This design comes from an exercise in tuning for small area, a short achievable clock period and few clock cycles per item on the open sky130 flow, not from production work.
The RTL was checked by simulation tests, not by an equivalence proof against the original design.
Power and IR drop assume default switching activity.

Design voltage_sag_load_limiter, start of the top module:
module voltage_sag_load_limiter #(
  parameter int AVG_DEPTH = 16,
  parameter int VREF_MV = 3300,
  parameter int DIVIDER_RATIO = 11
) (
  input  wire logic                            clk,
  input  wire logic                            rst,
  input  wire logic                            in_valid,
  output logic                                 in_stall,
  input  wire logic [18:0]                     in_data,
  output logic                                 out_valid,
  input  wire logic                            out_stall,
  output logic [42:0]                          out_data,
  input  wire logic                            cfg_we,
  input  wire logic [vsll_pkg::CFG_IDX_W-1:0]  cfg_index,
  input  wire logic [vsll_pkg::CFG_DATA_W-1:0] cfg_data
);
For scale: roughly 2900 cells after synthesis.
export LEC_CHECK = 0
export CAP_MARGIN = 20
export CORE_MARGIN = 2
export CORE_UTILIZATION = 40
export CTS_BUF_LIST = sky130_fd_sc_hd__clkbuf_4 sky130_fd_sc_hd__clkbuf_8
export PLACE_DENSITY = 0.6
export SLEW_MARGIN = 20
create_clock -name core_clock -period 11.0 [get_ports {clk}]
standard.sh (not shown) runs the stock make flow with config.mk's settings and CLKGATE_MAP_FILE= SYNTH_SCRIPT=/design/flow/synth_recipe.tcl, a recipe that flattens the netlist after the stock synthesis.
==> flow/flow/run.sh <==
#!/bin/bash
# Standard layout, with two changes to how it is made (the clock period and every constraint
# stay as given): every port still gets a buffer, but a plain buf_2 instead of the default
# delay cell, and the timing repair aims at a tighter setup target than the clock period.
set -euo pipefail
bash standard.sh SETUP_SLACK_MARGIN=7 'BUFFER_PORTS_ARGS=-buffer_cell sky130_fd_sc_hd__buf_2' finish > standard_flow.log 2>&1
Testbench counts at the start, summed over its fixed seeds: cycles 8,192, items 8,000.
Then changed:
CTS_BUF_LIST = unset   (was sky130_fd_sc_hd__clkbuf_4 sky130_fd_sc_hd__clkbuf_8)
The changed run ran to the end with no violations.
Wire length falls by about 0.66%.
Final area barely changes.
Sequential power stays flat.
Synthesized area stays the same.
Fmax falls by 0.38%.
Worst setup slack got worse by 0.015 ns.
Critical path depth is unchanged.
Clock power rises by about 4%.
Final cell count falls by 1.5%.
Then changed:
CORE_UTILIZATION = 55   (was 40)
CTS_BUF_LIST = sky130_fd_sc_hd__clkbuf_8 sky130_fd_sc_hd__clkbuf_16   (was unset)
CTS_CLUSTER_DIAMETER = 90   (was unset)
CTS_CLUSTER_SIZE = 26   (was unset)
PLACE_DENSITY = 0.7   (was 0.6)
Worst setup slack is about the same.
Via count is lower by about 1.2%.
Synthesized cell count does not change.
Synthesized area is unchanged.
Total power fell by 12%.
Design area came out lower by 5.5%.
Global-route usage went up by 5.6 points.
Wire length went down by 3.5%.
First-iteration DRC count is higher by about 8%.
Die area is lower by 27%.
Maximum frequency is about the same.
Then changed:
CORE_UTILIZATION = 65   (was 55)
CTS_CLUSTER_DIAMETER = 80   (was 90)
CTS_CLUSTER_SIZE = 20   (was 26)
PLACE_DENSITY = 0.8   (was 0.7)
Design area grows by 0.85%; wire length grows by 3.9%; power grows by 4.0%; utilization grows by 12 points; die area shrinks by 15%; register-to-register slack gets worse by 0.02 ns.
Then changed:
--- a/flow/flow/run.sh
+++ b/flow/flow/run.sh
@@ -5,2 +5,2 @@
 set -euo pipefail
-bash standard.sh SETUP_SLACK_MARGIN=7 'BUFFER_PORTS_ARGS=-buffer_cell sky130_fd_sc_hd__buf_2' finish > standard_flow.log 2>&1
+bash standard.sh SETUP_SLACK_MARGIN=7.2 'BUFFER_PORTS_ARGS=-buffer_cell sky130_fd_sc_hd__buf_2' finish > standard_flow.log 2>&1
CORE_UTILIZATION = 55   (was 65)
PLACE_DENSITY = 0.7   (was 0.8)
Sequential power stays flat.
Clock skew barely changes.
Setup slack improved by 0.075 ns.
Sequential share of layout area goes down by 0.62 points.
Total power grows by 3.5%.

Starting RTL as in the previous note.
// voltage_sag_load_limiter
module voltage_sag_load_limiter #(
  parameter int AVG_DEPTH = 16,
  parameter int VREF_MV = 3300,
  parameter int DIVIDER_RATIO = 11
) (
  input  wire logic                            clk,
  input  wire logic                            rst,
  input  wire logic                            in_valid,
  output logic                                 in_stall,
  input  wire logic [18:0]                     in_data,
  output logic                                 out_valid,
  input  wire logic                            out_stall,
  output logic [42:0]                          out_data,
  input  wire logic                            cfg_we,
  input  wire logic [vsll_pkg::CFG_IDX_W-1:0]  cfg_index,
  input  wire logic [vsll_pkg::CFG_DATA_W-1:0] cfg_data
);
Settings: LEC_CHECK=0, CAP_MARGIN=20, CORE_MARGIN=2, CORE_UTILIZATION=40, CTS_BUF_LIST=sky130_fd_sc_hd__clkbuf_8 sky130_fd_sc_hd__clkbuf_16, CTS_CLUSTER_DIAMETER=80, CTS_CLUSTER_SIZE=20, PLACE_DENSITY=0.6, SLEW_MARGIN=20; clock period 11.0 ns.
==> flow/flow/run.sh <==
#!/bin/bash
# Standard layout, with two changes to how it is made (the clock period and every constraint
# stay as given): every port still gets a buffer, but a plain buf_2 instead of the default
# delay cell, and the timing repair aims at a tighter setup target than the clock period.
set -euo pipefail
bash standard.sh SETUP_SLACK_MARGIN=7 'BUFFER_PORTS_ARGS=-buffer_cell sky130_fd_sc_hd__buf_2' finish > standard_flow.log 2>&1
The baseline produced a clean layout.
Testbench counts at the start, summed over its fixed seeds: cycles 8,192, items 8,000.
Then changed:
--- a/flow/config.mk
+++ b/flow/config.mk
@@ -8,8 +8,8 @@
 export CAP_MARGIN = 20
 export CORE_MARGIN = 2
-export CORE_UTILIZATION = 40
+export CORE_UTILIZATION = 55
 export CTS_BUF_LIST = sky130_fd_sc_hd__clkbuf_8 sky130_fd_sc_hd__clkbuf_16
 export CTS_CLUSTER_DIAMETER = 80
 export CTS_CLUSTER_SIZE = 20
-export PLACE_DENSITY = 0.6
+export PLACE_DENSITY = 0.7
 export SLEW_MARGIN = 20
Outcome:
- worst setup slack stays flat
- power came out lower by 0.83%
- register-to-register slack is about the same
- hold slack hardly moves
- final cell count drops by 7.3%
- wire length fell by 1.8%
- first-iteration DRC count climbs by 16%
Then changed:
--- a/flow/config.mk
+++ b/flow/config.mk
@@ -9,7 +9,5 @@
 export CORE_MARGIN = 2
 export CORE_UTILIZATION = 55
-export CTS_BUF_LIST = sky130_fd_sc_hd__clkbuf_8 sky130_fd_sc_hd__clkbuf_16
-export CTS_CLUSTER_DIAMETER = 80
-export CTS_CLUSTER_SIZE = 20
+export CTS_BUF_LIST = sky130_fd_sc_hd__clkbuf_4 sky130_fd_sc_hd__clkbuf_8
 export PLACE_DENSITY = 0.7
 export SLEW_MARGIN = 20
Outcome:
- The new run went through all stages and came out clean
- hold slack gets worse by 0.012 ns
- flip-flop and latch count is unchanged
- setup slack gets better by 0.020 ns
- critical path depth stays the same
- register-to-register slack is about the same

[what the ideal ports hide]
The results above use ideal ports. As a check the final layouts listed here were re-extracted and re-timed, cells and wires unchanged. Step 1 (the two cells are an assumption about what drives the block):
set clk [get_ports {clk}]
set_driving_cell -lib_cell sky130_fd_sc_hd__clkbuf_16 $clk
set_driving_cell -lib_cell sky130_fd_sc_hd__buf_2 [delete_from_list [all_inputs] $clk]
Step 2 moves the port delays by t, midway between the first and last clock arrival at a register: inputs arrive t later, outputs are due t later. That takes back most of the time a late clock gives input paths. Three values: ideal ports, drivers, drivers and shift; two values: the first two.
run	t, ns	slack for setup (ns)	pins driven straight from the clock port
the first run of note 1	0.786	7.120 / 7.120 / 6.455	1
the second run of note 1	0.676	7.105 / 7.105 / 6.578	1
the third run of note 1	0.666	7.103 / 7.041 / 6.511	1
the fourth run of note 1	0.635	7.105 / 7.105 / 6.612	1
the fifth run of note 1	0.634	7.181 / 7.181 / 6.740	1
the first run of note 2	0.656	7.129 / 7.129 / 6.594	1
the second run of note 2	0.634	7.129 / 7.070 / 6.639	1
the third run of note 2	0.738	7.149 / 7.098 / 6.527	1
After both steps setup and hold are still met in every run listed. The setup slack of the first run of note 1, which loses most, moves by 0.000 ns with the drivers and by -0.665 ns with both steps.
